This is an optimization exercise on Yosys and OpenROAD, whose aim is small area, a short achievable clock period and few clock cycles, not a production implementation.

==> trial 44: inputs <==
## aggregate_top
module aggregate_top (
	input logic clk,
	input logic rst,
	input logic start,
	input logic [agg_pkg::COUNT_W-1:0] num_vertices,
	input logic rec_valid,
	input logic [link_pkg::REC_W-1:0] rec,
	output logic credit_return,
	input logic load_we,
	input logic [agg_pkg::VADDR_W-1:0] load_addr,
	input logic [agg_pkg::FEAT_W-1:0] load_data,
	input logic [agg_pkg::VADDR_W-1:0] rd_addr,
	output logic [agg_pkg::FEAT_W-1:0] rd_data,
	output logic busy,
	output logic done
);
	logic [link_pkg::REC_W-1:0] head;
	logic head_valid;
	logic pop;
	logic [agg_pkg::VADDR_W-1:0] src_rd_addr;
	logic src_rd_en;
	logic [agg_pkg::FEAT_W-1:0] src_data;
	logic [agg_pkg::ISSUE_W-1:0] issue;
	logic dst_we;
	logic [agg_pkg::VADDR_W-1:0] dst_addr;
	logic [agg_pkg::FEAT_W-1:0] dst_data;
	record_ingress ingress_i (
		.clk(clk),
		.rst(rst),
		.rec_valid(rec_valid),
		.rec(rec),
		.pop(pop),
		.head(head),
		.head_valid(head_valid),
		.credit_return(credit_return)
	);
	aggregate_ctrl ctrl_i (
		.clk(clk),
		.rst(rst),
		.start(start),
		.num_vertices(num_vertices),
		.head(head),
		.head_valid(head_valid),
		.load_we(load_we),
		.pop(pop),
		.src_rd_addr(src_rd_addr),
		.src_rd_en(src_rd_en),
		.issue(issue),
		.done(done),
		.busy(busy)
	);
	feature_buffer #(.FWD(0)) src_buf_i (  
  ...
clock: 8.5 ns
lec_check: 0
cap_margin: 20
core_margin: 2
core_utilization: 40
setup_slack_margin: 5
slew_margin: 20
run.sh (not shown) runs the stock make flow with config.mk's settings and CLKGATE_MAP_FILE= SYNTH_SCRIPT=/design/flow/synth_recipe.tcl, a recipe that flattens the netlist after the stock synthesis.
==> trial 60: changes against trial 44 <==
Settings changed: TNS_END_PERCENT set to 100.
==> impl_results.md <==
* Status: complete, no violations
* Via count at approximately 63000
* Post-route insts no fill at 10600
* Synth Area in Adders at 0.0534
* N_diodes at 13
* First-pass GRT wire length at 454000 um
[end of results for trial 44]
==> impl_results.md <==
* Fin util at 0.488
* Status: complete, no violations
* First-pass GRT wire length at 454000 um
* Crit-path cells: clkinvlp_4, buf_6, buf_6, buf_6, fa_1, inv_2, ha_4, a211oi_4, o211ai_1, buf_4, a41oi_4, o21a_1, o21ai_4, a21oi_4, mux2i_4, buf_6, o2111ai_2
* WP buf/inv at 7
* Setup TNS at 0 ns
* Die area at ~0.26 sq mm
* Via count at 63100
* N_diodes at 13
[end of results for trial 60]
No functional check of the RTL was part of any run of this note.


==> inputs of cedar <==
Another version of the RTL of aggregate_top (not shown whole).
==> flow/config.mk <==
export PLATFORM = sky130hd
export DESIGN_NAME = aggregate_top
export DESIGN_NICKNAME = aggregate_top
export VERILOG_FILES = /design/flow/design.v
export SDC_FILE = /design/flow/constraint.sdc
export NUM_CORES = 4
export LEC_CHECK = 0
export CAP_MARGIN = 20
export CORE_MARGIN = 2
export CORE_UTILIZATION = 40
export CTS_BUF_LIST = sky130_fd_sc_hd__clkbuf_16
export CTS_CLUSTER_DIAMETER = 90
export CTS_CLUSTER_SIZE = 32
export PLACE_DENSITY = 0.5
export SETUP_SLACK_MARGIN = 5
export SLEW_MARGIN = 20
==> flow/constraint.sdc <==
create_clock -name core_clock -period 8.5 [get_ports {clk}]
set_input_delay 1.7000 -clock core_clock [delete_from_list [all_inputs] [get_ports {clk}]]
set_output_delay 1.7000 -clock core_clock [all_outputs]
set_load 0.01 [all_outputs]
==> inputs of lagoon, as changes to cedar <==
- CTS_CLUSTER_DIAMETER: 90 -> 70
- CTS_CLUSTER_SIZE: 32 -> 24
- PLACE_DENSITY: 0.5 -> unset
- SETUP_SLACK_MARGIN: 5 -> 4.5
==> inputs of violet, as changes to cedar <==
==> flow/flow/run.sh (new file) <==
#!/bin/bash
set -euo pipefail
MARGIN=5.7
sed "s/SETUP_SLACK_MARGIN=[0-9.]*/SETUP_SLACK_MARGIN=$MARGIN/" standard.sh > standard_margin.sh
grep -q "SETUP_SLACK_MARGIN=$MARGIN" standard_margin.sh
bash standard_margin.sh > standard.log 2>&1
==> flow/standard.sh (new file) <==
#!/bin/bash
# synth_recipe.tcl (not shown) runs the flow's synth.tcl, then flattens the netlist and writes it again
# the make line also repeats each setting of config.mk as NAME=value (left out here)
make -C /OpenROAD-flow-scripts/flow DESIGN_CONFIG=/design/flow/config.mk WORK_HOME=/design/flow/orfs CLKGATE_MAP_FILE= SYNTH_SCRIPT=/design/flow/synth_recipe.tcl "${@:-finish}"
- CTS_CLUSTER_DIAMETER: 90 -> 70
- CTS_CLUSTER_SIZE: 32 -> 24
- PLACE_DENSITY: 0.5 -> unset
removed: flow/run.sh
==> notes.md <==
diode count=11; Fmax=roughly 0.29 GHz; buffering overhead=~4.1%; Final nets=7,004; routed wire length=about 320,000 um; outcome=no timing/DRC/antenna violations; Seq area share=63.6%; kind of cell adding the most delay to the critical path=buffers and inverters; fraction of area in multi-input gates=24.3%
The numbers above come from cedar.

==> notes.md <==
Top Ports=~180; kind of cell adding the most delay to the critical path=buffers and inverters; fraction of area in multi-input gates=24.4%; routed wire length=a little over 300,000 um; cell-by-cell trace of the critical path=dlygate4sd2_1 -> nand3_1 -> nor2_4 -> buf_4 -> buf_6; Seq area share=~64%; diode count=6; Yosys reg bits=2,536; Fmax=0.248 GHz; buffering overhead=under 10%; outcome=no timing/DRC/antenna violations; Initial Utilization=approximately two fifths
The numbers above come from lagoon.

==> notes.md <==
post-synthesis simple-gate area fraction=about 3.7%; Crit Path Class=reg2reg; kind of cell adding the most delay to the critical path=adder cells; Hold Path End=ctrl_i.in_run; Seq area share=59.0%; inverters=~200; buffering overhead=just under 9%; diode count=11; fraction of area in multi-input gates=between 20% and 30%; routed wire length=~340,000 um; hold_ws=0.457 ns; outcome=no timing/DRC/antenna violations; Yosys reg bits=2,536; Fmax=between 0.3 and 0.4 GHz; Final nets=7,432
The numbers above come from violet.

No functional check of the RTL was part of any run of this note.

[separate check: timing with driven ports]
The flow's constraints put no driver on any port. The routed layouts listed below were extracted and timed again, unchanged, in two steps.
Step 1, drivers: a clkbuf_16 drives clk and a buf_2 each remaining input, both assumed.
Step 2 also shifts input and output timing later by t, the mid clock arrival at the registers, as if the neighbouring blocks saw the same clock.
a / b / c = ideal / step 1 / step 2; a / b = the first two.
run | t, ns | setup WS [ns] | worst setup path after step 2 | latest minus earliest clock arrival (ns) | pins driven straight from the clock port
trial 44 | 1.016 | 4.802 / 4.802 / 4.032 | input to register | 0.091 / 0.090 | 1
trial 60 | 1.016 | 4.802 / 4.802 / 4.032 | input to register | 0.091 / 0.090 | 1
cedar | 0.914 | 5.022 / 4.973 / 4.156 | input to register | 0.062 / 0.062 | 1
lagoon | 0.914 | 4.464 / 4.497 / 3.583 | input to register | 0.041 / 0.040 | 1
violet | 0.921 | 5.212 / 5.212 / 4.739 | input to register | 0.052 / 0.052 | 1
After both steps setup and hold are still met in every run listed. For lagoon, which loses most, drivers alone change the setup slack by +0.033 ns; drivers and shift together by -0.881 ns.
